Source: an optimization exercise on an open RTL-to-GDS flow (aim: small area, a short achievable clock period and few clock cycles per item). Production flows keep margins and buffers that such runs may drop.
Function was checked by simulation only, so behaviour that the tests miss may differ from the original.
Power and IR drop assume default switching activity.

## flow/design.v

```verilog
`default_nettype none
package dqs_pkg;
   localparam int CAPACITY_DEF = 32;
   localparam int DATA_W   = 32;
   localparam int OPCODE_W = 3;
   localparam int STATUS_W = 2;
   localparam int POS_W    = 6;
   typedef enum logic [OPCODE_W-1:0] {
      OP_PUSH_FRONT = 3'd0,
      OP_PUSH_BACK  = 3'd1,
      OP_POP_FRONT  = 3'd2,
      OP_POP_BACK   = 3'd3,
      OP_DUMP       = 3'd4,
      OP_SEARCH     = 3'd5
   } opcode_type;
   typedef enum logic [STATUS_W-1:0] {
      STATUS_OK        = 2'd0,
      STATUS_UNDERFLOW = 2'd1,
      STATUS_FULL      = 2'd2,
      STATUS_NOT_FOUND = 2'd3
   } status_type;
   typedef enum logic [1:0] {
      ST_IDLE,
      ST_EXEC,
      ST_READ,
      ST_CHECK
   } state_type;
endpackage : dqs_pkg
`default_nettype wire
`default_nettype none
module dqs_store #(
   parameter int DEPTH  = dqs_pkg::CAPACITY_DEF,
   parameter int ADDR_W = $clog2(DEPTH)
) (
   input  wire logic                       clock,
   input  wire logic [DEPTH-1:0]           wr_sel,     
   input  wire logic [dqs_pkg::DATA_W-1:0] wr_data,
   input  wire logic [DEPTH-1:0]           rd_sel,     
   output logic      [dqs_pkg::DATA_W-1:0] rd_data,
   input  wire logic [dqs_pkg::DATA_W-1:0] key,
   input  wire logic [DEPTH-1:0]           valid,
   output logic      [DEPTH-1:0]           match
);
   logic [dqs_pkg::DATA_W-1:0] entry_mem [DEPTH];
   always_ff @(posedge clock) begin
      for (int i = 0; i < DEPTH; i++) begin
         if (wr_sel[i]) entry_mem[i] <= wr_data;
      end
   end
   always_comb begin
      rd_data = '0;
      for (int i = 0; i < DEPTH; i++) begin
         rd_data = rd_data | (entry_mem[i] & {dqs_pkg::DATA_W{rd_sel[i]}});
      end
   end
   always_comb begin
      for (int i = 0; i < DEPTH; i++) begin
         match[i] = valid[i] && (entry_mem[i] == key);
      end
   end
endmodule
`default_nettype wire
`default_nettype none
module dqs_ctrl #(
   parameter int CAPACITY = dqs_pkg::CAPACITY_DEF,
   parameter int IDX_W    = $clog2(CAPACITY),
   parameter int CNT_W    = $clog2(CAPACITY + 1)
) (
   input  wire logic                          clock,
   input  wire logic                          reset,
   input  wire logic                          req_valid,
   output logic                               req_ready,
   input  wire logic [dqs_pkg::OPCODE_W-1:0]  req_opcode,
   input  wire logic [dqs_pkg::DATA_W-1:0]    req_value,
   output logic                               rsp_valid,
   input  wire logic                          rsp_ready,
   output logic      [dqs_pkg::STATUS_W-1:0]  rsp_status,
   output logic      [dqs_pkg::POS_W-1:0]     rsp_position,
   output logic      [dqs_pkg::DATA_W-1:0]    rsp_entry_data,
   output logic                               rsp_last,
   output logic      [CAPACITY-1:0]           mem_wr_sel,
   output logic      [dqs_pkg::DATA_W-1:0]    mem_wr_data,
   output logic      [CAPACITY-1:0]           mem_rd_sel,
   input  wire logic [dqs_pkg::DATA_W-1:0]    mem_rd_data,
   output logic      [dqs_pkg::DATA_W-1:0]    mem_key,
   output logic      [CAPACITY-1:0]           mem_valid,
   input  wire logic [CAPACITY-1:0]           mem_match
);
   localparam int DW = dqs_pkg::DATA_W;
   localparam int PW = dqs_pkg::POS_W;
   localparam int SW = dqs_pkg::STATUS_W;
   logic [IDX_W-1:0]  front, back;       
   logic [CNT_W-1:0]  count;
   logic              full, empty;
   logic              d_active;          
   logic [IDX_W-1:0]  rd_slot;           
   logic [CNT_W-1:0]  d_left;            
   logic [CNT_W-1:0]  count_m1;          
   logic              ready_ff;
   logic [CAPACITY-1:0] valid;           
   logic              s_valid;
   logic              s_search;
   logic [SW-1:0]     s_status;
   logic [IDX_W-1:0]  s_front;
   logic [DW-1:0]     s_data;
   logic              s_last;
   logic              t_valid;
   logic              t_search;
   logic [SW-1:0]     t_status;
   logic [IDX_W-1:0]  t_front;
   logic [DW-1:0]     t_data;
   logic              t_last;
   logic              q0_valid, q1_valid;
   logic [SW-1:0]     q0_status, q1_status;
   logic [PW-1:0]     q0_pos, q1_pos;
   logic [DW-1:0]     q0_data, q1_data;
   logic              q0_last, q1_last;
   logic              t_move, s_move, e_go;
   assign t_move = t_valid && !q1_valid;
   assign s_move = s_valid && (!t_valid || !q1_valid);
   assign e_go   = !s_valid || !t_valid || !q1_valid;
   logic              take;              
   logic              beat_dump;         
   logic              s_load;
   logic              is_pf, is_pb, is_popf, is_popb, is_dump, is_search;
   logic [CAPACITY-1:0] front_oh, back_oh, rd_oh;
   logic              d_last;
   always_comb begin
      for (int i = 0; i < CAPACITY; i++) begin
         front_oh[i] = (front   == IDX_W'(i));
         back_oh[i]  = (back    == IDX_W'(i));
         rd_oh[i]    = (rd_slot == IDX_W'(i));
      end
   end
   assign mem_valid = valid;
   assign take      = req_valid && ready_ff;
   assign is_pf     = take && (req_opcode == 3'd0);
   assign is_pb     = take && (req_opcode == 3'd1);
   assign is_popf   = take && (req_opcode == 3'd2);
   assign is_popb   = take && (req_opcode == 3'd3);
   assign is_dump   = take && (req_opcode == 3'd4);
   assign is_search = take && (req_opcode == 3'd5);
   assign d_last    = d_active ? (d_left == '0) : (count_m1 == '0);
   assign beat_dump = (is_dump && !empty) || (d_active && e_go);
   assign s_load    = (take && !(req_opcode[2] && req_opcode[1])) || (d_active && e_go);
   assign mem_key     = req_value;
   assign mem_wr_data = req_value;
   always_comb begin
      for (int i = 0; i < CAPACITY; i++) begin
         mem_wr_sel[i] = !full && (front_oh[(i + 1) % CAPACITY] || back_oh[i]);
      end
   end
   logic [IDX_W-1:0]  front_n, back_n;
   logic [CNT_W-1:0]  count_n;
   logic              inc, dec;
   logic              d_active_n;
   logic [CNT_W-1:0]  d_left_n;
   logic [CAPACITY-1:0] valid_n;
   always_comb begin
      inc     = !full  && (is_pf || is_pb);
      dec     = !empty && (is_popf || is_popb);
      front_n = front;
      back_n  = back;
      if (!full && is_pf)    front_n = front - 1'b1;
      if (!full && is_pb)    back_n  = back + 1'b1;
      if (!empty && is_popf) front_n = front + 1'b1;
      if (!empty && is_popb) back_n  = back - 1'b1;
      count_n = inc ? count + 1'b1 : (dec ? count - 1'b1 : count);
      d_active_n = d_active;
      d_left_n   = (d_active ? d_left : count_m1) - 1'b1;
      if (beat_dump) d_active_n = !d_last;
      for (int i = 0; i < CAPACITY; i++) begin
         valid_n[i] = (valid[i] || (!full && ((is_pf && front_oh[(i + 1) % CAPACITY]) ||
                                              (is_pb && back_oh[i])))) &&
                      !(!empty && is_popf && front_oh[i]) &&
                      !(!empty && is_popb && back_oh[(i + 1) % CAPACITY]);
      end
   end
   logic [CAPACITY-1:0] s_ge, s_hi;
   logic [IDX_W-1:0]  s_idx_hi, s_idx_all;
   logic              s_any_hi, s_found;
   logic [DW-1:0]     s_tdata;
   always_comb begin
      for (int i = 0; i < CAPACITY; i++) s_ge[i] = (IDX_W'(i) >= s_front);
      s_hi      = s_data & s_ge;
      s_any_hi  = |s_hi;
      s_found   = |s_data;
      s_idx_hi  = '0;
      s_idx_all = '0;
      for (int i = CAPACITY-1; i >= 0; i--) begin
         if (s_hi[i])   s_idx_hi  = IDX_W'(i);
         if (s_data[i]) s_idx_all = IDX_W'(i);
      end
      mem_rd_sel = s_data & {CAPACITY{!s_search}};
      s_tdata    = mem_rd_data;
      if (s_search) s_tdata[IDX_W:0] = {s_found, s_any_hi ? s_idx_hi : s_idx_all};
   end
   logic [SW-1:0]     b_status;
   logic [PW-1:0]     b_pos;
   logic [DW-1:0]     b_data;
   logic              b_last;
   logic              t_found;
   logic [IDX_W-1:0]  t_off;
   always_comb begin
      t_found = t_data[IDX_W];
      t_off   = t_data[IDX_W-1:0] - t_front;
      if (t_search) begin
         b_status = t_found ? dqs_pkg::STATUS_OK : dqs_pkg::STATUS_NOT_FOUND;
         b_pos    = t_found ? PW'(t_off) + 1'b1 : '0;
         b_data   = '0;
      end else begin
         b_status = t_status;
         b_pos    = '0;
         b_data   = t_data;
      end
      b_last = t_last;
   end
   logic q_pop;
   logic s_valid_n, t_valid_n, q0_valid_n, q1_valid_n;
   assign q_pop = q0_valid && rsp_ready;
   always_comb begin
      s_valid_n  = s_load || (s_valid && !s_move);
      t_valid_n  = s_move || (t_valid && !t_move);
      q0_valid_n = (q0_valid && !q_pop) || q1_valid || t_move;
      q1_valid_n = (q0_valid && !q_pop) && (q1_valid || t_move);
   end
   always_ff @(posedge clock) begin
      if (reset) begin
         s_valid  <= 1'b0;
         t_valid  <= 1'b0;
         q0_valid <= 1'b0;
         q1_valid <= 1'b0;
         front    <= '0;
         back     <= '0;
         count    <= '0;
         full     <= 1'b0;
         empty    <= 1'b1;
         d_active <= 1'b0;
         count_m1 <= '1;
         ready_ff <= 1'b1;
         valid    <= '0;
      end else begin
         s_valid  <= s_valid_n;
         t_valid  <= t_valid_n;
         q0_valid <= q0_valid_n;
         q1_valid <= q1_valid_n;
         front    <= front_n;
         back     <= back_n;
         count    <= count_n;
         full     <= (count_n == CNT_W'(CAPACITY));
         empty    <= (count_n == '0);
         d_active <= d_active_n;
         count_m1 <= inc ? count : (dec ? count_m1 - 1'b1 : count_m1);
         valid    <= valid_n;
         ready_ff <= !d_active_n && (!s_valid_n || !t_valid_n || !q1_valid_n);
      end
   end
   always_ff @(posedge clock) begin
      if (beat_dump) begin
         d_left  <= d_left_n;
         rd_slot <= (d_active ? rd_slot : front) + 1'b1;
      end
      if (s_load) begin
         s_search <= is_search && !empty;
         s_status <= (is_pf || is_pb) ? (full ? dqs_pkg::STATUS_FULL : dqs_pkg::STATUS_OK)
                                      : (empty && !d_active ? dqs_pkg::STATUS_UNDERFLOW
                                                            : dqs_pkg::STATUS_OK);
         s_front  <= front;
         s_data   <= is_search ? mem_match : (beat_dump ? (d_active ? rd_oh : front_oh) : '0);
         s_last   <= !beat_dump || d_last;
      end
      if (s_move) begin
         t_search <= s_search;
         t_status <= s_status;
         t_front  <= s_front;
         t_data   <= s_tdata;
         t_last   <= s_last;
      end
      if (!q0_valid || q_pop) begin
         if (q1_valid) begin
            q0_status <= q1_status; q0_pos <= q1_pos; q0_data <= q1_data; q0_last <= q1_last;
         end else if (t_move) begin
            q0_status <= b_status; q0_pos <= b_pos; q0_data <= b_data; q0_last <= b_last;
         end
      end
      if (t_move && q0_valid && !q_pop) begin
         q1_status <= b_status; q1_pos <= b_pos; q1_data <= b_data; q1_last <= b_last;
      end
   end
   assign req_ready      = ready_ff;
   assign rsp_valid      = q0_valid;
   assign rsp_status     = q0_status;
   assign rsp_position   = q0_pos;
   assign rsp_entry_data = q0_data;
   assign rsp_last       = q0_last;
endmodule
`default_nettype wire
`default_nettype none
module deque_with_search #(
   parameter int CAPACITY = dqs_pkg::CAPACITY_DEF
) (
   input  wire logic                                clock,
   input  wire logic                                reset,
   input  wire logic                                req_valid,
   output logic                                     req_ready,
   input  wire logic        [dqs_pkg::OPCODE_W-1:0] req_opcode,
   input  wire logic signed [dqs_pkg::DATA_W-1:0]   req_value,
   output logic                                     rsp_valid,
   input  wire logic                                rsp_ready,
   output logic             [dqs_pkg::STATUS_W-1:0] rsp_status,
   output logic             [dqs_pkg::POS_W-1:0]    rsp_position,
   output logic signed      [dqs_pkg::DATA_W-1:0]   rsp_entry_data,
   output logic                                     rsp_last
);
   localparam int IDX_W = $clog2(CAPACITY);
   localparam int CNT_W = $clog2(CAPACITY + 1);
   logic [CAPACITY-1:0]        mem_wr_sel;
   logic [dqs_pkg::DATA_W-1:0] mem_wr_data;
   logic [CAPACITY-1:0]        mem_rd_sel;
   logic [dqs_pkg::DATA_W-1:0] mem_rd_data;
   logic [dqs_pkg::DATA_W-1:0] mem_key;
   logic [CAPACITY-1:0]        mem_valid;
   logic [CAPACITY-1:0]        mem_match;
   logic [dqs_pkg::DATA_W-1:0] entry_data;
   dqs_ctrl #(
      .CAPACITY (CAPACITY),
      .IDX_W    (IDX_W),
      .CNT_W    (CNT_W)
   ) u_ctrl (
      .clock          (clock),
      .reset          (reset),
      .req_valid      (req_valid),
      .req_ready      (req_ready),
      .req_opcode     (req_opcode),
      .req_value      (req_value),
      .rsp_valid      (rsp_valid),
      .rsp_ready      (rsp_ready),
      .rsp_status     (rsp_status),
      .rsp_position   (rsp_position),
      .rsp_entry_data (entry_data),
      .rsp_last       (rsp_last),
      .mem_wr_sel     (mem_wr_sel),
      .mem_wr_data    (mem_wr_data),
      .mem_rd_sel     (mem_rd_sel),
      .mem_rd_data    (mem_rd_data),
      .mem_key        (mem_key),
      .mem_valid      (mem_valid),
      .mem_match      (mem_match)
   );
   dqs_store #(
      .DEPTH  (CAPACITY),
      .ADDR_W (IDX_W)
   ) u_store (
      .clock   (clock),
      .wr_sel  (mem_wr_sel),
      .wr_data (mem_wr_data),
      .rd_sel  (mem_rd_sel),
      .rd_data (mem_rd_data),
      .key     (mem_key),
      .valid   (mem_valid),
      .match   (mem_match)
   );
   assign rsp_entry_data = $signed(entry_data);
endmodule
`default_nettype wire
```

## flow/run.sh

```bash
#!/bin/bash
# synth_recipe.tcl (not shown) runs the flow's synth.tcl, then flattens the netlist and writes it again
# the make line also repeats each setting of config.mk as NAME=value (left out here)
make -C /OpenROAD-flow-scripts/flow DESIGN_CONFIG=/design/flow/config.mk WORK_HOME=/design/flow/orfs CLKGATE_MAP_FILE= SYNTH_SCRIPT=/design/flow/synth_recipe.tcl finish
```

## flow/config.mk

```make
export PLATFORM = sky130hd
export DESIGN_NAME = deque_with_search
export DESIGN_NICKNAME = deque_with_search
export VERILOG_FILES = /design/flow/design.v
export SDC_FILE = /design/flow/constraint.sdc
export NUM_CORES = 4
export LEC_CHECK = 0
export CAP_MARGIN = 20
export CORE_MARGIN = 2
export CORE_UTILIZATION = 40
export CTS_BUF_LIST = sky130_fd_sc_hd__clkbuf_8
export SETUP_SLACK_MARGIN = 3.5
export SLEW_MARGIN = 20
```

## flow/constraint.sdc

```tcl
create_clock -name core_clock -period 6.0 [get_ports {clock}]
set_input_delay 1.2000 -clock core_clock [delete_from_list [all_inputs] [get_ports {clock}]]
set_output_delay 1.2000 -clock core_clock [all_outputs]
set_load 0.01 [all_outputs]
```

==> key figures, run 1 <==
Synth
  – Share of the synthesized area in the top cell type: 59.5%
  – Share of the yosys chip area belonging to registers: 61.5%
  – Synth top area cells: edfxtp_1 (59%), xnor2_1 (12%), a22oi_1 (3.6%)
  – Largest family of logic cells by synthesized area: XOR/XNOR gates
  – Synth Area in Simple Gates: 8.66%
  – Multiplexer share of the synthesized area: 0.889%
  – Cells after Synth: 4604
  – Synth Area in Compound Gates: 10.9%
  – Top cells by count, synth: edfxtp_1 (1199), xnor2_1 (801), nand4_1 (306)
  – Synth area leader: edfxtp_1
  – Main synth FF type: edfxtp_1
  – Count of cell types in the netlist: 77
  – Post-synth EDFFs: 1199
  – Area share of xor/xnor cells in the synthesized design: 15.0%
  – Mean post-synth cell area: 13.1 µm²
  – Syn_nets: 4669
  – YS warnings: 3
  – Synthesized area: 60500 µm²
  – Seq cells post-synth: 1261
  – Post-synth ARST share: 0%
  – Most frequent cell after synthesis: edfxtp_1
  – Post-Synth Adder-Cell Area: 0.550%

Worst setup path
  – Worst Path Arrival: 4.05 ns
  – Worst Reg-to-Reg Cells: 7
  – Crit-path slowest cell: nand4_1
  – Crit path cell chain: inv_2 -> nor2_4 -> buf_12 -> buf_16 -> a22oi_1 -> nand4_1 -> or3_4
  – CP Capture Type: flip-flop
  – Worst path top cell family by delay: simple AND/OR/NAND/NOR gates
  – CP bufs+invs: 3
  – R2r endpoint: u_ctrl.t_data[9]$_DFFE_PP_
  – Startpoint types: flip-flop
  – Crit Reg-Reg Startpoint: u_ctrl.s_data[11]$_DFFE_PP_
  – CP max stage delay: 0.88 ns
  – Req. time, crit path: 6.80 ns
  – Max FO, Critical Path: 14
  – Critical path type: reg -> reg
  – R2R setup slack: 2.75 ns

Route
  – # DRC: 0
  – DR vias/cell: 7.27
  – WL/cell: 56.0 µm
  – Via count: 54200
  – Starting DRT DRC Count: 12000
  – WL final: 418 mm
  – Drt pass-1 iters: 8
  – Final ANT Viol Nets: 0

Clock tree
  – CTS Hold Bufs: 0
  – Longest Clk Path Bufs: 3
  – Clk Latency, worst-skew pair: 1.08 ns
  – CTS Buf Count: 220
  – Clk sinks: 1261
  – Reg clk slew, reported paths: 0.06 ns
  – Root Buffer: clkbuf_8
  – H-Tree Depth: 4
  – CTS tree: yes

Placed design
  – Hpwl dp: 280 mm
  – Post-Place Cell Area: 65200 µm²
  – # port buffers: 81
  – GP Congestion: 1.15

Status
  – Layout Check Failures: max-capacitance violations, max-slew violations
  – Outcome: failed layout checks

STA
  – RSZ-0062 raised after global routing: yes
  – Final Max Tran Viols: 3
  – Setup violators final: 0
  – Worst Max-Slew Pin Slew: 1.62 ns
  – Final Critical Period: 3.25 ns
  – Final Hold Vio Count: 0
  – Final Cycle Share: 54.2%
  – Clk_skew: 0.0709 ns
  – Relative slew slack: -8.31%
  – TNS Setup: 0 ns
  – Max Fclk: 307 MHz

GRT
  – Largest net degree at the start of global routing: 61
  – First-pass GRT wire length: 515 mm
  – GR Util All Layers: 52.7%
  – Initial antenna violation count: 61
  – Vias in the first global route: 47500
  – Grt total ovfl: 0

Worst hold path
  – HP Start: req_value[18]
  – Hold Path Depth: 1
  – Worst hold path class: in -> reg
  – Hold Path Sink: u_store.entry_mem[11][18]$_DFFE_PP_

Final layout
  – Nets: 5265
  – Share of cells above drive strength 1: 28.7%
  – Area growth from synthesis to layout: 30.5%
  – Final instance area: 79000 µm²

Floorplan
  – Die area: 154000 µm²
  – Die height: 393 µm
  – Die width: 393 µm
  – Starting density of the core: 40.3%
  – Num rows: 142
  – Core area: 150000 µm²
  – Ports: 82

Job
  – Max_cap viols: 1

Power and ir drop
  – Clock group share of total power: 31.2%
  – Pwr Total: 25.2 mW
  – Sequential share of power: 41.0%
  – VDD IR max: 0.205 mV
  – Switching power total: 9.11 mW
  – Switching Share: 36.1%
  – Combinational Power Share: 27.7%
  – Leakage: 25.9 nW
  – Cell internal pwr: 16.1 mW
  – Power Density: 319 nW/µm²
[what timing repair did]
item | 4_1_cts | 5_1_grt
gates resized for setup | 918 | 254
endpoints found under the setup margin | 1177 | 583
buffers inserted | 260 | 107
cloned | 28 | 12
pin swaps | 194 | 167
endpoints found under the hold margin | 0 | 0
[power groups by stage]
| stage | Sequential [mW] | Combinational, mW | Clock [mW] |
|---|---|---|---|
| 2_1_floorplan | 10.3 | 2.11 | 0 |
| 3_3_place_gp | 10.6 | 4.52 | 0 |
| 3_5_place_dp | 10.6 | 4.51 | 0 |
| 4_1_cts | 10.3 | 5.96 | 7.80 |
| 5_1_grt | 10.3 | 6.72 | 8.18 |
| 6_report | 10.3 | 6.99 | 7.87 |
[per-layer routing]
metal | up-vias | global-route usage, % | share of wire (%)
li1 | 19100 | - | -
met1 | 27300 | 60.4 | 33
met2 | 5934 | 69.7 | 38
met3 | 1825 | 30.4 | 17
met4 | 44 | 44.2 | 11
met5 | - | 2.58 | 0.25
[layout by cell type (no fill, tap or decap), types with 29 or more instances in the layout]
cell type | Yosys | layout
buf_12 | 0 | 129
nand4_1 | 306 | 306
inv_1 | 46 | 118
diode_2 | 0 | 54
a221oi_4 | 0 | 32
a221oi_1 | 113 | 40
xnor2_2 | 0 | 70
a21oi_4 | 0 | 29
o22ai_1 | 61 | 60
nor2_1 | 72 | 54
xnor2_1 | 801 | 710
buf_6 | 1 | 101
clkinv_1 | 1 | 58
nor3_1 | 50 | 29
a22oi_1 | 292 | 218
o21ai_0 | 98 | 64
mux2_2 | 38 | 38
buf_4 | 8 | 332
dfxtp_1 | 62 | 53
nand3_1 | 100 | 79
a21oi_1 | 114 | 83
a22o_1 | 108 | 84
clkbuf_8 | 0 | 230
xor2_1 | 239 | 233
buf_2 | 16 | 36
nor4_1 | 95 | 50
a211oi_1 | 34 | 33
nand2_1 | 137 | 130
a22oi_2 | 0 | 74
buf_8 | 0 | 40
buf_16 | 0 | 38
a221oi_2 | 0 | 41
edfxtp_1 | 1199 | 1199
o21ai_1 | 2 | 34
nor2b_1 | 73 | 44
[state kept, by name (all words and copies together), names as in the netlist, 5 cells and up]
name / flops
u_ctrl.t_front: 5
u_ctrl.s_data: 32
u_ctrl.count: 6
u_ctrl.valid: 32
u_ctrl.rd_slot: 5
u_ctrl.q0_data: 32
u_ctrl.q1_pos: 6
u_ctrl.count_m1: 6
u_ctrl.q1_data: 32
u_ctrl.s_front: 5
u_store.entry_mem: 1024
u_ctrl.q0_pos: 6
u_ctrl.t_data: 32
u_ctrl.d_left: 6
u_ctrl.back: 5
u_ctrl.front: 5
[kinds of logic after synthesis]
logic type,after synthesis
simple gates,934
xor+xnor,1040
fa+ha+maj,26
compound gates,913
flops,1261
mux,49
buf+inv,381
[cell type report]
cell class	count	area (µm²)
clock inverters	180	1010
repair buffers	707	8790
fillers	12900	71200
clock buffers	225	3100
flip-flops and latches	1261	37300
inverters	47	180
well taps	2016	2520
diodes	54	135
multi-input cells	2963	26000
[worst max path at each step]
stage                                  from                          end  slack [ns]  depth (start not counted)
2_1_floorplan                     rsp_ready  u_ctrl.q1_data[0]$_DFFE_PP_        3.11                          2
3_3_place_gp                  req_opcode[2]   u_ctrl.s_data[7]$_DFFE_PP_        0.30                          5
3_5_place_dp                  req_value[28]  u_ctrl.s_data[29]$_DFFE_PP_        1.14                          8
4_1_cts        u_ctrl.q0_data[23]$_DFFE_PP_           rsp_entry_data[23]        3.10                          1
5_1_grt           u_ctrl.s_search$_DFFE_PP_   u_ctrl.t_data[9]$_DFFE_PP_        2.78                          8
6_report        u_ctrl.s_data[11]$_DFFE_PP_   u_ctrl.t_data[9]$_DFFE_PP_        2.75                          7
[worst register-to-register path: cells and delay by family (launching register included)]
family | cells | cell delay [ns]
simple gates | 3 | 1.70
flops | 1 | 0.56
buf+inv | 3 | 0.55
compound gates | 1 | 0.15
[metrics by stage]
step / hold slack (ns) / std cells / setup WS (ns) / util [%]
final: 0.403 / 7453 / 2.75 / 52.6
after global routing: 0.400 / 7421 / 2.78 / 52.5
after CTS: 0.423 / 7277 / 3.10 / 50.8
after detailed placement: 0.408 / 6584 / 1.14 / 43.4
after global placement: 0.403 / 6579 / 0.301 / 43.3
after floorplan: 0.400 / 4604 / 3.11 / -
Testbench counts, summed over its fixed seeds: cycles 10,548, requests 5,600.
==> inputs of run 2 (changes only) <==
--- a/flow/config.mk
+++ b/flow/config.mk
@@ -8,6 +8,8 @@
 export CAP_MARGIN = 20
 export CORE_MARGIN = 2
 export CORE_UTILIZATION = 40
-export CTS_BUF_LIST = sky130_fd_sc_hd__clkbuf_8
+export CTS_BUF_LIST = sky130_fd_sc_hd__clkbuf_16
+export CTS_CLUSTER_DIAMETER = 70
+export CTS_CLUSTER_SIZE = 20
 export SETUP_SLACK_MARGIN = 3.5
 export SLEW_MARGIN = 20
==> key figures, run 2 <==
Status
  – Outcome: failed layout checks
  – Layout Check Failures: max-capacitance violations, max-slew violations

Synth
  – Synth top area cells: edfxtp_1 (59%), xnor2_1 (12%), a22oi_1 (3.6%)
  – Post-Synth Adder-Cell Area: 0.550%
  – Synth Area in Simple Gates: 8.66%
  – Top cells by count, synth: edfxtp_1 (1199), xnor2_1 (801), nand4_1 (306)
  – Synthesized area: 60500 µm²
  – Cells after Synth: 4604
  – Synth Area in Compound Gates: 10.9%
  – Share of the yosys chip area belonging to registers: 61.5%
  – Post-synth ARST share: 0%
  – Main synth FF type: edfxtp_1
  – Multiplexer share of the synthesized area: 0.889%
  – Mean post-synth cell area: 13.1 µm²
  – Post-synth EDFFs: 1199
  – Largest family of logic cells by synthesized area: XOR/XNOR gates
  – Count of cell types in the netlist: 77
  – YS warnings: 3
  – Share of the synthesized area in the top cell type: 59.5%
  – Seq cells post-synth: 1261
  – Syn_nets: 4669
  – Area share of xor/xnor cells in the synthesized design: 15.0%
  – Most frequent cell after synthesis: edfxtp_1
  – Synth area leader: edfxtp_1

Clock tree
  – Root Buffer: clkbuf_16
  – H-Tree Depth: 3
  – CTS tree: yes
  – CTS Hold Bufs: 0
  – Longest Clk Path Bufs: 3
  – Clk sinks: 1261
  – Reg clk slew, reported paths: 0.08 ns
  – Clk Latency, worst-skew pair: 0.82 ns
  – CTS Buf Count: 111

Final layout
  – Max reg flops: 1024
  – Nets: 5230
  – Fin cells: 7316
  – Most flops, register: u_store.entry_mem
  – Final instance area: 81100 µm²
  – Area growth from synthesis to layout: 33.9%
  – Final core occ: 54.0%
  – Commonest non-fill, non-tap cell in the layout: edfxtp_1
  – Share of cells above drive strength 1: 30.8%
  – Most frequent cells in the layout: edfxtp_1 (1199), xnor2_1 (657), buf_4 (388)

Placed design
  – # port buffers: 81
  – Hpwl dp: 280 mm
  – Placed cells: 6584
  – GP Congestion: 1.15
  – Post-Place Cell Area: 65200 µm²
  – Place WS: 1.14 ns

GRT
  – GR Util All Layers: 53.4%
  – Grt total ovfl: 0
  – Vias in the first global route: 47200
  – Largest net degree at the start of global routing: 61
  – Initial antenna violation count: 65
  – First-pass GRT wire length: 521 mm

STA
  – Final Hold Vio Count: 0
  – Relative slew slack: -1.74%
  – Final Max Tran Viols: 3
  – RSZ-0062 raised after global routing: yes
  – Worst Max-Slew Pin Slew: 1.52 ns
  – Final Critical Period: 3.31 ns
  – Setup violators final: 0
  – TNS Setup: 0 ns
  – Worst setup margin: 2.69 ns
  – Max Fclk: 302 MHz
  – Clk_skew: 0.0587 ns
  – Final Cycle Share: 55.2%
  – WHS: 0.426 ns

Worst setup path
  – Worst path top cell family by delay: simple AND/OR/NAND/NOR gates
  – Critical path type: in -> reg
  – Req. time, crit path: 6.63 ns
  – CP max stage delay: 0.60 ns
  – Worst Reg-to-Reg Cells: 10
  – Worst Path Arrival: 3.94 ns
  – Crit path cell chain: buf_16 -> buf_8 -> buf_16 -> buf_6 -> xnor2_4 -> nand4_1 -> nor4_4 -> nand4_1 -> o21ai_1
  – Max FO, Critical Path: 12
  – CP Capture Type: flip-flop
  – Startpoint types: input pin
  – Crit-path slowest cell: xnor2_4
  – CP bufs+invs: 4
  – CP Depth: 9

Power and ir drop
  – Pwr Total: 25.5 mW
  – Switching Share: 36.0%
  – Clock group share of total power: 31.4%
  – VDD IR max: 0.315 mV
  – Cell internal pwr: 16.3 mW
  – Power Density: 314 nW/µm²
  – Sequential share of power: 40.4%
  – Leakage: 26.6 nW
  – Combinational Power Share: 28.2%
  – Switching power total: 9.18 mW

Floorplan
  – Die area: 154000 µm²
  – Ports: 82
  – Die width: 393 µm
  – Die height: 393 µm
  – Starting density of the core: 40.3%
  – Core area: 150000 µm²
  – Num rows: 142

Route
  – WL/cell: 58.1 µm
  – DR vias/cell: 7.52
  – # DRC: 0
  – Starting DRT DRC Count: 11500
  – Via count: 55000
  – Final ANT Viol Nets: 0
  – WL final: 425 mm
  – Drt pass-1 iters: 9

Worst hold path
  – Worst hold path class: reg -> reg
  – Hold Path Depth: 0

Job
  – Max_cap viols: 1
==> run 2: cell counts after synthesis <==
No cell type changed its count.
==> run 2: kinds of logic after synthesis <==
logic type,count (synthesis)
AOI/OAI and AO/OA,913
xor gates and xnor gates,1040
adders and majority gates,26
buffers and inverters,381
DFF,1261
muxes,49
and+or+nand+nor,934
==> run 2: layer usage <==
layer  wire [µm]  global-route usage [%]  vias up
li1            -                       -    19000
met1      139000                    60.9    27600
met2      160000                    71.0     6372
met3       74200                    31.1     1965
met4       49900                    44.2       56
met5        1670                    1.95        -
==> run 2: layout make-up <==
| type | count | area [µm²] |
|---|---|---|
| Clock inverter | 93 | 1090 |
| Fill cell | 12500 | 69100 |
| Sequential cell | 1261 | 37300 |
| Antenna cell | 43 | 108 |
| Multi-Input combinational cell | 2963 | 27000 |
| Tap cell | 2016 | 2520 |
| Timing Repair Buffer | 781 | 10100 |
| Clock buffer | 112 | 2800 |
| Inverter | 47 | 186 |
==> run 2: power by group through the flow <==
stage               sequential (mW)  clock [mW]  combinational [mW]
detailed placement             10.6           0                4.51
floorplan                      10.3           0                2.11
CTS                            10.3        7.92                6.12
finish                         10.3        8.01                7.18
global route                   10.3        8.22                6.88
global placement               10.6           0                4.52
==> run 2: repair_timing <==
action | CTS | global route
gates cloned | 45 | 19
endpoints found under the setup margin | 1187 | 728
setup buffers | 301 | 117
pin swaps | 210 | 193
resized for setup | 1058 | 276
==> run 2: final timing paths <==
path / from / to / slack (ns)
worst min register to register: u_ctrl.s_last$_DFFE_PP_ / u_ctrl.t_last$_DFFE_PP_ / 0.43
worst max register to register: u_ctrl.s_search$_DFFE_PP_ / u_ctrl.t_data[24]$_DFFE_PP_ / 2.77
worst min-delay path: u_ctrl.s_last$_DFFE_PP_ / u_ctrl.t_last$_DFFE_PP_ / 0.43
worst max-delay path: req_value[25] / u_ctrl.s_data[20]$_DFFE_PP_ / 2.69
==> inputs of run 3 (changes only) <==
==> flow/config.mk (replaced) <==
export PLATFORM = sky130hd
export DESIGN_NAME = deque_with_search
export DESIGN_NICKNAME = deque_with_search
export VERILOG_FILES = /design/flow/design.v
export SDC_FILE = /design/flow/constraint.sdc
export NUM_CORES = 4
export LEC_CHECK = 0
export CAP_MARGIN = 30
export CORE_MARGIN = 2
export CORE_UTILIZATION = 40
export CTS_BUF_LIST = sky130_fd_sc_hd__clkbuf_8
export SETUP_SLACK_MARGIN = 3.3
export SLEW_MARGIN = 30
==> key figures, run 3 <==
Floorplan
  – Starting density of the core: 40.3%
  – Num rows: 142
  – Ports: 82
  – Die height: 393 µm
  – Core area: 150000 µm²
  – Die width: 393 µm
  – Die area: 154000 µm²

STA
  – RSZ-0062 raised after global routing: yes
  – Worst setup margin: 2.84 ns
  – Final Critical Period: 3.16 ns
  – Relative slew slack: 16.6%
  – Final Hold Vio Count: 0
  – TNS Setup: 0 ns
  – Max Fclk: 317 MHz
  – Clk_skew: 0.0752 ns
  – Final Max Tran Viols: 0
  – Setup violators final: 0
  – Final Cycle Share: 52.6%
  – Worst Max-Slew Pin Slew: 1.24 ns

Clock tree
  – CTS tree: yes
  – Root Buffer: clkbuf_8
  – Reg clk slew, reported paths: 0.06 ns
  – H-Tree Depth: 4
  – Clk Latency, worst-skew pair: 1.06 ns
  – CTS Buf Count: 220
  – Longest Clk Path Bufs: 3
  – Clk sinks: 1261

GRT
  – Initial antenna violation count: 62
  – GR Util All Layers: 51.9%
  – Grt total ovfl: 0
  – First-pass GRT wire length: 509 mm
  – Largest net degree at the start of global routing: 61
  – Vias in the first global route: 46500

Route
  – Via count: 54500
  – # DRC: 0
  – Final ANT Viol Nets: 0
  – Drt pass-1 iters: 9
  – WL/cell: 56.8 µm
  – WL final: 419 mm
  – DR vias/cell: 7.39
  – Starting DRT DRC Count: 11600

Synth
  – Share of the yosys chip area belonging to registers: 61.5%
  – Most frequent cell after synthesis: edfxtp_1
  – Share of the synthesized area in the top cell type: 59.5%
  – Synth top area cells: edfxtp_1 (59%), xnor2_1 (12%), a22oi_1 (3.6%)
  – Post-synth ARST share: 0%
  – Seq cells post-synth: 1261
  – Mean post-synth cell area: 13.1 µm²
  – Main synth FF type: edfxtp_1
  – YS warnings: 3
  – Cells after Synth: 4604
  – Synthesized area: 60500 µm²
  – Synth area leader: edfxtp_1
  – Post-synth EDFFs: 1199
  – Top cells by count, synth: edfxtp_1 (1199), xnor2_1 (801), nand4_1 (306)
  – Count of cell types in the netlist: 77
  – Syn_nets: 4669

Placed design
  – GP Congestion: 1.15
  – # port buffers: 81
  – Hpwl dp: 285 mm
  – Place WS: 1.43 ns

Final layout
  – Final core occ: 51.4%
  – Most frequent cells in the layout: edfxtp_1 (1199), xnor2_1 (753), buf_4 (324)
  – Most flops, register: u_store.entry_mem
  – Area growth from synthesis to layout: 27.5%
  – Commonest non-fill, non-tap cell in the layout: edfxtp_1
  – Nets: 5200
  – Max reg flops: 1024
  – Share of cells above drive strength 1: 26.2%

Worst setup path
  – CP bufs+invs: 8
  – Crit-path slowest cell: a221oi_4
  – Worst Path Arrival: 3.94 ns
  – Max FO, Critical Path: 5
  – Req. time, crit path: 6.78 ns
  – Startpoint types: flip-flop
  – CP Depth: 12
  – Critical path type: reg -> reg
  – Worst Reg-to-Reg Cells: 12
  – Critical path's most frequent cell: buf_12
  – CP Capture Type: flip-flop
  – CP max stage delay: 0.80 ns
  – Worst path top cell family by delay: buffers and inverters
  – Crit path cell chain: buf_12 -> buf_12 -> buf_16 -> buf_12 -> buf_6 -> nor2_4 -> buf_12 -> buf_12 -> buf_4 -> a221oi_4 -> nand3_1 -> or4_1

Worst hold path
  – Worst hold path class: reg -> reg
  – Hold Path Depth: 0

Status
  – Outcome: no timing/DRC/antenna violations

Job
  – Max_cap viols: 0

Power and ir drop
  – Power Density: 324 nW/µm²
  – VDD IR max: 0.234 mV
  – Leakage: 25.0 nW
[run 3: cell types whose count changed in the layout (fill, tap and decap cells not counted), moves of 46 or more]
| cell | delta |
|---|---|
| xnor2_2 | -53 |
| xnor2_1 | +96 |
| clkinv_1 | +65 |
| buf_4 | -64 |
| inv_1 | +55 |
| clkbuf_8 | +227 |
| buf_12 | -46 |
| clkbuf_16 | -112 |
[run 3: kinds of logic (layout without fill, tap and decap cells)]
family	after synthesis	count (layout)	share of synthesized area (%)
flip-flops	1261	1261	61.5
XOR/XNOR	1040	1040	15.0
AND/OR/NAND/NOR	934	935	8.66
AO/OA/AOI/OAI	913	913	10.9
buffers and inverters	381	1100	2.46
multiplexers	49	49	0.889
adder cells (fa/ha/maj)	26	26	0.550
other	0	36	0
[run 3: worst paths after layout]
check | startpoint | endpoint | slack (ns)
min reg2reg | u_ctrl.s_status[1]$_SDFFCE_PP0P_ | u_ctrl.t_status[1]$_DFFE_PP_ | 0.42
min | u_ctrl.s_status[1]$_SDFFCE_PP0P_ | u_ctrl.t_status[1]$_DFFE_PP_ | 0.42
max reg2reg | u_ctrl.s_search$_DFFE_PP_ | u_ctrl.t_data[24]$_DFFE_PP_ | 2.84
max | u_ctrl.s_search$_DFFE_PP_ | u_ctrl.t_data[24]$_DFFE_PP_ | 2.84
[run 3: area by class of cell]
| class | instances | area (µm²) |
|---|---|---|
| Inverter | 47 | 184 |
| Timing Repair Buffer | 642 | 7830 |
| Tap cell | 2016 | 2520 |
| Multi-Input combinational cell | 2963 | 25100 |
| Clock inverter | 183 | 1070 |
| Sequential cell | 1261 | 37300 |
| Clock buffer | 228 | 3140 |
| Antenna cell | 36 | 90.1 |
| Fill cell | 13000 | 73000 |
[run 3: through the flow]
stage | total power [mW] | std cells | cell area [µm²] | hold WS (ns)
after floorplan | 12.4 | 4604 | 60900 | 0.400
after global placement | 15.1 | 6581 | 65000 | 0.405
after detailed placement | 15.1 | 6606 | 65600 | 0.408
after CTS | 23.6 | 7181 | 73700 | 0.423
after global routing | 25.0 | 7350 | 77100 | 0.425
final | 25.0 | 7376 | 77200 | 0.423
[run 3: what timing repair did]
item | 4_1_cts | 5_1_grt
pin swaps | 81 | 145
buffers inserted | 145 | 128
endpoints found under the hold margin | 0 | 0
resized for setup | 620 | 305
gates cloned | 19 | 20
hold buffers | 0 | 0
endpoints found under the setup margin | 935 | 422
[run 3: power by group]
part / total [mW] / internal, mW / switching [mW] / leakage [nW]
Sequential: 10.4 / 10.0 / 0.381 / 11.4
Combinational: 6.59 / 2.11 / 4.48 / 11.2
Clock: 8.01 / 3.93 / 4.08 / 2.39
[run 3: metal layers]
layer / share of wire [%] / GRT usage (%)
met3: 18 / 29.4
met5: 0.27 / 2.23
met1: 33 / 59.6
met4: 12 / 46.0
met2: 37 / 67.7

-- separate check: timing with driven ports --
How much do the figures lean on ideal ports? The routed layouts below were timed once more, with nothing changed but the port constraints. Step 1 sets driving cells, clkbuf_16 on the clock port and buf_2 on the other inputs (assumed; they add their load-dependent delay and slew). Step 2 adds t to the input delays and takes it off the output delays; t is the mean of the earliest and latest rising clock arrival at the registers after step 1. Input paths then give back, and output paths get back, about the clock's delay inside the block. Three values: ideal, step 1, step 2; two values: the first two.
run | shift t [ns] | setup WS [ns] | clock arrival spread, ns | worst register clock-pin slew, ns
run 1 | 1.137 | 2.747 / 2.747 / 1.931 | 0.072 / 0.072 | 0.07 / 0.07
run 2 | 0.875 | 2.688 / 2.717 / 1.842 | 0.067 / 0.067 | 0.09 / 0.09
run 3 | 1.103 | 2.843 / 2.724 / 1.621 | 0.077 / 0.077 | 0.08 / 0.08
For run 3, which loses most, drivers alone change the setup slack by -0.119 ns; drivers and shift together by -1.222 ns.
